What follows belongs to an exercise in optimizing a design on an open flow for small area; a production flow would make more cautious choices. Only simulation tests tie the RTL to the original design; equivalence was not proved. Power is estimated from default activity; no workload was simulated.

<file path="flow/run.sh">
#!/bin/bash
# synth_recipe.tcl (not shown) runs the flow's synth.tcl, then flattens the netlist and writes it again
# the make line also repeats each setting of config.mk as NAME=value (left out here)
make -C /OpenROAD-flow-scripts/flow DESIGN_CONFIG=/design/flow/config.mk WORK_HOME=/design/flow/orfs CLKGATE_MAP_FILE= SYNTH_SCRIPT=/design/flow/synth_recipe.tcl finish
</file>
<file path="flow/constraint.sdc">
create_clock -name core_clock -period 4.0 [get_ports {clk}]
set_input_delay 0.8000 -clock core_clock [delete_from_list [all_inputs] [get_ports {clk}]]
set_output_delay 0.8000 -clock core_clock [all_outputs]
set_load 0.01 [all_outputs]
</file>
<file path="flow/config.mk">
export PLATFORM = sky130hd
export DESIGN_NAME = reg_file_bypass
export DESIGN_NICKNAME = reg_file_bypass
export VERILOG_FILES = /design/flow/design.v
export SDC_FILE = /design/flow/constraint.sdc
export NUM_CORES = 4
export LEC_CHECK = 0
export CAP_MARGIN = 20
export CORE_MARGIN = 2
export CORE_UTILIZATION = 40
export SLEW_MARGIN = 20
</file>
<file path="flow/design.v">
module reg_file_bypass #(
  parameter int DATA_W   = 32,
  parameter int ADDR_W   = 5,
  parameter int ZERO_REG = 1,
  parameter int BYPASS   = 1
) (
  input  logic              clk,
  input  logic              reset,
  input  logic              REIn,
  input  logic [ADDR_W-1:0] A1In,
  input  logic [ADDR_W-1:0] A2In,
  input  logic [ADDR_W-1:0] A3In,
  input  logic [DATA_W-1:0] WD3In,
  input  logic              WE3,
  input  logic              PendSetIn,
  input  logic [ADDR_W-1:0] PendAIn,
  output logic [DATA_W-1:0] RD1Out,
  output logic [DATA_W-1:0] RD2Out,
  output logic              Busy1Out,
  output logic              Busy2Out
);
  localparam int DEPTH = 2 ** ADDR_W;
  logic [DATA_W-1:0] mem [DEPTH];
  logic [DEPTH-1:0]  pend;
  logic [DEPTH-1:0]  pend_nx;
  logic              wok;
  logic              pok;
  logic [DATA_W-1:0] rd1_nx;
  logic [DATA_W-1:0] rd2_nx;
  always_comb begin
    wok = WE3;
    pok = PendSetIn;
    if (ZERO_REG != 0 && A3In == '0) wok = 1'b0;
    if (ZERO_REG != 0 && PendAIn == '0) pok = 1'b0;
  end
  function automatic logic [DATA_W-1:0] rd_val(
    input logic [ADDR_W-1:0] a
  );
    logic [DATA_W-1:0] v;
    v = mem[a];
    if (BYPASS != 0 && wok && A3In == a)
      v = WD3In;
    if (ZERO_REG != 0 && a == '0)
      v = '0;
    rd_val = v;
  endfunction
  always_comb begin
    pend_nx = pend;
    if (wok) pend_nx[A3In] = 1'b0;
    if (pok) pend_nx[PendAIn] = 1'b1;
  end
  always_comb begin
    rd1_nx = rd_val(A1In);
    rd2_nx = rd_val(A2In);
  end
  always_ff @(posedge clk or posedge reset) begin
    if (reset) begin
      for (int i = 0; i < DEPTH; i++) mem[i] <= '0;
      pend <= '0;
    end else begin
      if (wok) mem[A3In] <= WD3In;
      pend <= pend_nx;
    end
  end
  always_ff @(posedge clk or posedge reset) begin
    if (reset) begin
      RD1Out   <= '0;
      RD2Out   <= '0;
      Busy1Out <= 1'b0;
      Busy2Out <= 1'b0;
    end else if (REIn) begin
      RD1Out   <= rd1_nx;
      RD2Out   <= rd2_nx;
      Busy1Out <= pend_nx[A1In];
      Busy2Out <= pend_nx[A2In];
    end
  end
endmodule
</file>
==> qor.yml <==
ys_seq_area_share_pct: 50.3
use_met2_pct: 53.9
io_pins: 123
worstSetupPathType: "in -> reg"
reg2reg_depth: 7
numCtsBuffers: 115
grt_start_max_net_pins: 109
synth-seq-cells: 1090
ys.flop_type: "dfrtp_1"
die-area_um2: 139000
grt.overflow.total: 0
gp_congestion: 0.999
yosysWarnings: 2
clockRootBuffer: "clkbuf_16"
setup_viol: 0
syn_to_final_growth_pct: 22.3
synth.distinct_cells: 72
rsz0062_at_grt: "no"
vdd_drop_max_uv: 385
min_period_ns: 3.50
ctsHoldBuffers: 0
final_area_um2: 66400
dpl.cell_count: 6634
fin_cells: 6854
holdWs_ns: 0.447
place_ws_ns: -0.225
drtIter0Drc: 7615
synth_nets: 4732
drv_cap: 0
post-dp-hpwl_mm: 175
syn_inst: 4665
report.final.slew_viol_count: 0
async_reset_ff_share_pct: 100
cts_resized: 0
placed_cell_area_um2: 62500
synth_area_um2: 54300
rows: 135
avgSynthCellArea_um2: 11.6
post-cts-setup-buffers: 0
die_w_um: 372
setup-tns-final_ns: 0
cts_sinks: 1090
dr.pass1.iters: 10
use_met1_pct: 51.3
fin_crit_sh_pct: 87.4
via_per_inst: 7.08
drive_gt1_share_pct: 36.5
first_global_vias: 47000
numPortBuffers: 122
p_leak_nw: 29.4
initial_core_util_pct: 40.2
grt_first_pass_wirelength_mm: 378
r2r_setup_slack_ns: 1.52
cp_data_required_time_ns: 4.64
antenna_found_initial: 13
reg2reg_to: "RD1Out[6]"
cts.htree.levels: 3
core-area_um2: 135000
postRouteAntennaNets: 0
clock_latency_ns: 0.78
slew_headroom_pct: 26.1
nets: 5037
busiest_layer: "met2"
grt_usage_pct: 38.9
nFillCells: 12100
final_util_pct: 49.1
power_mw: 31.7
vias: 48500
start_kind: "input port"
setup_ws_ns: 0.503
fin_skew_ns: 0.0298
crit_path_end_kind: "flop"
fmax_mhz: 286
synth_edf_count: 0
clock_path_buffers: 3
detail_route.drc_violations: 0
worst_pin_slew_ns: 1.10
wl_per_cell_um: 39.9
wl_mm: 273
hold_viol_final: 0
fp.dieH_um: 372
path_max_fanout: 4
clk_pin_slew_worst_paths_ns: 0.07
power.density_nw_per_um2: 478
status: "finished clean"
hp-class: "in -> async"
arrival_ns: 4.13
cts_tree: "done"
reg2reg_from: "mem[31][6]"
use_met3_pct: 14.8
sequential cells by signal, summed over array words and instances (netlist names):
register and cells:
pend 32, RD2Out 32, Busy2Out 1, mem 992
Busy1Out 1, RD1Out 32
layout by cell type, fill, tap and decap left out, types with 74 or more instances in the layout:
master,n
mux2_2,1003
clkdlybuf4s50_1,101
nand4_1,112
a22oi_1,774
inv_1,76
dfrtp_1,1090
nand2_1,191
o21ai_0,74
buf_12,166
nor2_1,82
clkbuf_16,117
mux2i_1,85
nand3_1,80
buf_4,347
a21oi_1,77
worst max-delay path by stage:
stage | endpoint | from
after floorplan | Busy1Out | reset
after global placement | Busy1Out | A3In[0]
after detailed placement | Busy1Out | A3In[0]
after CTS | Busy1Out | A3In[0]
after global routing | Busy1Out | A3In[0]
final | Busy1Out | A3In[0]
where the power goes:
group | internal, mW | total (mW) | switching (mW) | leakage (nW)
clock | 6.44 | 11.3 | 4.85 | 1.92
sequential | 13.2 | 15.3 | 2.03 | 14.0
combinational | 2.67 | 5.15 | 2.48 | 13.5
total | 22.4 | 31.7 | 9.36 | 29.4
worst max-delay path, cell delays in order:
cell and delay (ns):
clkdlybuf4s50_1 0.49, inv_1 0.06, ha_1 0.22, nor2b_1 0.16, and2_1 0.18, ha_1 0.29
nor3b_1 0.34, buf_4 0.19, nand2_1 0.13, o31ai_1 0.33, o211ai_1 0.12, nor2_1 0.14
o311ai_0 0.19, nor4_1 0.38, nor3_1 0.10
Yosys cell counts, types with 31 or more instances:
cell type | n | share of area (%)
clkbuf_1 | 258 | 1.8
mux2i_1 | 85 | 1.6
a221oi_1 | 31 | 0.50
nand3_1 | 91 | 0.84
nor3_1 | 57 | 0.53
nor2_1 | 135 | 0.93
o22ai_1 | 70 | 0.81
nand4_1 | 112 | 1.3
nand2_1 | 207 | 1.4
o32a_1 | 35 | 0.65
mux2_2 | 1003 | 21
a21oi_1 | 77 | 0.71
a22oi_1 | 774 | 11
buf_2 | 73 | 0.67
buf_1 | 112 | 0.77
o21ai_0 | 75 | 0.69
inv_1 | 77 | 0.53
a222oi_1 | 40 | 0.74
dfrtp_1 | 1090 | 50
routing by layer:
layer,up-vias,part of all wire (%)
met5,-,0.042
met4,18,7.5
met3,1314,15
met2,4288,40
met1,24400,38
li1,18500,-
cells by family after synthesis:
logic type	count (synthesis)	synth area share (%)
xor+xnor	12	0.194
fa+ha+maj	10	0.231
simple gates	744	6.88
buf+inv	524	3.82
flops	1090	50.3
compound gates	1197	16.2
mux	1088	22.4
final cells by class:
class	instances	area, um^2	area share [%]
clock buffers	160	3290	4.96
flip-flops and latches	1090	27300	41.1
well taps	1781	2230	3.36
multi-input cells	3051	25600	38.6
diodes	7	17.5	0.0264
inverters	78	297	0.447
repair buffers	634	7040	10.6
clock inverters	53	606	0.913

[static timing again, ports no longer ideal]
How much do the figures lean on ideal ports? The routed layout below was timed once more, with nothing changed but the port constraints.
Step 1, drivers: a clkbuf_16 drives clk and a buf_2 each remaining input, both assumed.
Step 2 also shifts input and output timing later by t, the mid clock arrival at the registers, as if the neighbouring blocks saw the same clock.
a / b / c = no drivers / after step 1 / after step 2; a / b = the first two.
shift t [ns]: 0.845
setup WS [ns]: 0.503 / 0.561 / -0.284
hold WS [ns]: 0.447 / 0.385 / 0.513
worst setup path at the end: input to register
latest minus earliest clock arrival (ns): 0.039 / 0.039
With both steps, setup timing fails in this run, where it was met with ideal ports. For this run, drivers alone change the setup slack by +0.058 ns; drivers and shift together by -0.787 ns.
